From an optimization exercise on the open Yosys and OpenROAD flow, aimed at small area, a short achievable clock period and few clock cycles per item; shortcuts taken in it are not production practice.
In this exercise RTL edits were held to simulation tests only and were not proved equivalent to the original.

run 1:
==> flow/design.v (excerpt) <==
module hilo_unit_top (
    input  logic               clk,
    input  logic               rst,
    input  logic               op_valid,
    input  hilo_pkg::hilo_op_t op,
    input  hilo_pkg::word_t    rs_value,
    input  hilo_pkg::word_t    rt_value,
    output logic               div_busy,
    output logic               rd_valid,
    output hilo_pkg::word_t    rd_data
);
For scale: ~4600 cells after synthesis, ~350 flip-flops, about 100 I/O pins, ~38000 µm² of cells after synthesis.
clock: 9.0 ns
lec_check: 0
abc_clock_period_in_ps: 4300
cap_margin: 20
core_margin: 2
core_utilization: 40
setup_slack_margin: 4.7
slew_margin: 20
run.sh (not shown) runs the stock make flow with config.mk's settings and CLKGATE_MAP_FILE= SYNTH_SCRIPT=/design/flow/synth_recipe.tcl, a recipe that flattens the netlist after the stock synthesis.
The flow did not stop early for run 1: all stages ran, and the layout cleared the timing, DRC and antenna checks.
Testbench counts of run 1, summed over its fixed seeds: cycles 6,524, items 4,660.
## Diff of input files: run 2 against run 1
Settings: changing SETUP_SLACK_MARGIN from 4.7 to 4.5.
## What came out
- Run 2 did not stop at any stage, and its layout met the timing, DRC and antenna checks.
- Post-DP HPWL came out lower on run 2 than on run 1.
- The higher slew at the pin closest to its max-slew limit came out of run 1.
- Row buffer and inverter count on the worst path: run 2 lower / run 1 higher
- NOTE detailed-routed wire length on met3 run 1->run 2 decreased by a little under 10%
- Lower area of the multi-input gates goes to run 2 over run 1.
- Run 2: via count of the first global-routing pass lower than run 1
- Run 2 vs run 1: non-clock buffer count down by more than 10%
For run 3, these inputs were changed with respect to run 2:
Settings: SETUP_SLACK_MARGIN: 4.5 -> 4.6; GPL_TIMING_DRIVEN: unset -> 0.
- Compared with run 2, run 3 has less setup slack.
- Re wire length: run 2 and run 3 aren't equal, and the lower value belongs to run 2.
- Run 3 vs. run 2: global-route usage now larger, buffer count from post-CTS setup fixing now larger.
Modified inputs, run 4 compared to run 3
Settings: removing GPL_TIMING_DRIVEN (formerly 0); setting CTS_BUF_LIST to sky130_fd_sc_hd__clkbuf_8 for the first time.
Results
The largest stage delay on the critical path number comes out lower for run 4 vs run 3. Compared with run 3, in run 4 number of global-route vias before repair decreased 1626; global-route usage down 2.7 points; HPWL after detailed placement saw a decrease. On cell area after layout, the lower figure sits with run 4, not run 3. Looking at worst hold slack across both flows, run 4 is the weaker of the two, with run 3 ahead. Taking run 3 over run 4, the aggregate routed wire length ratio works out to 1.09.

Setup of wip/ember:
hilo_unit_top, a different RTL version from the one above (not shown whole).
Size in the first run: about 38000 sq um of cells after synthesis.
clock: 9.0 ns
lec_check: 0
abc_clock_period_in_ps: 4300
cap_margin: 20
core_margin: 2
core_utilization: 40
setup_slack_margin: 4.5
slew_margin: 20
wip/ember completed every stage of the flow, and the final layout passed the timing, DRC and antenna checks.
Testbench counts of wip/ember, summed over its fixed seeds: cycles 7,086, items 4,660.
--- input diff wip/ember..wip/xenon ---
- TNS_END_PERCENT newly set to 10
- In wip/xenon, area growth from synthesis to final layout is lower than in wip/ember.
- Side by side, worst setup slack turned out lower in wip/xenon than in wip/ember.
- Fraction of area in multi-input gates: wip/xenon > wip/ember

hilo_unit_top with an RTL version that a note above also has.
Size in the first run: roughly 4,600 cells after synthesis, about 350 flip-flops, roughly 100 I/O pins, ~38,000 sq um of cells after synthesis.
==> flow/config.mk <==
export PLATFORM = sky130hd
export DESIGN_NAME = hilo_unit_top
export DESIGN_NICKNAME = hilo_unit_top
export VERILOG_FILES = /design/flow/design.v
export SDC_FILE = /design/flow/constraint.sdc
export NUM_CORES = 4
export LEC_CHECK = 0
export ABC_CLOCK_PERIOD_IN_PS = 4300
export CAP_MARGIN = 20
export CORE_MARGIN = 2
export CORE_UTILIZATION = 40
export SETUP_SLACK_MARGIN = 4.6
export SLEW_MARGIN = 20
==> flow/constraint.sdc <==
create_clock -name core_clock -period 9.0 [get_ports {clk}]
set_input_delay 1.8000 -clock core_clock [delete_from_list [all_inputs] [get_ports {clk}]]
set_output_delay 1.8000 -clock core_clock [all_outputs]
set_load 0.01 [all_outputs]
The baseline went through all stages and came out clean.
Testbench counts at the start, summed over its fixed seeds: cycles 6,524, items 4,660.
Next try:
CTS_BUF_LIST = sky130_fd_sc_hd__clkbuf_8   (was not set)
SETUP_SLACK_MARGIN = 4.5   (was 4.6)
Effect: The new run finished with timing, DRC and antenna clean. Synthesized cell count stays the same. Via count hardly moves. Clock skew came out higher by 0.027 ns. Critical path depth fell by 18. Global-route usage is higher by 0.10 points. Synthesized area is unchanged. Die area stays the same. Worst setup slack is worse by 0.21 ns.
Next try:
GPL_TIMING_DRIVEN = 0   (was not set)
SETUP_SLACK_MARGIN = 4.6   (was 4.5)
=> The new run went through all stages and came out clean. Via count went up by about 5%. Setup slack degrades by 0.27 ns. Synthesized cell count stays the same. Design area went up by 2.4%. Die area is unchanged. Routed wire length went up by 9.6%. Register-to-register slack degrades by 0.45 ns. Sequential share of layout area went down by 0.43 points. Count of clock-buffer cells in the layout went up by 3. Maximum frequency went down by about 5.6%.

==> static timing again, ports no longer ideal <==
Ports are ideal in the flow. The routed layouts listed here were re-timed in OpenROAD. Step 1: set_driving_cell puts a clkbuf_16 on clk and a buf_2 on each other input, an assumption about the parent block. Step 2 moves the port delays by t, midway between the first and last clock arrival at a register: inputs arrive t later, outputs are due t later. That takes back most of the time a late clock gives input paths. a / b / c = ideal ports / drivers / drivers and shift; a / b = the first two.
| run | shift t [ns] | setup slack, ns | worst setup path after step 2 |
|---|---|---|---|
| run 1 | 0.684 | 4.544 / 4.544 / 4.149 | input to register |
| run 2 | 0.674 | 4.399 / 4.332 / 3.977 | input to register |
| run 3 | 0.697 | 4.202 / 4.202 / 4.044 | input to register |
| run 4 | 0.778 | 4.579 / 4.559 / 4.023 | input to register |
| wip/ember | 0.663 | 4.430 / 4.430 / 3.953 | input to register |
| wip/xenon | 0.690 | 4.370 / 4.370 / 3.730 | input to register |
| the first run of note 3 | 0.687 | 4.603 / 4.568 / 4.119 | input to register |
| the second run of note 3 | 0.760 | 4.392 / 4.342 / 3.877 | input to register |
| the third run of note 3 | 0.760 | 4.120 / 4.120 / 3.909 | input to register |
After both steps setup and hold are still met in every run listed. For wip/xenon, which loses most, drivers alone change the setup slack by 0.000 ns; drivers and shift together by -0.640 ns.
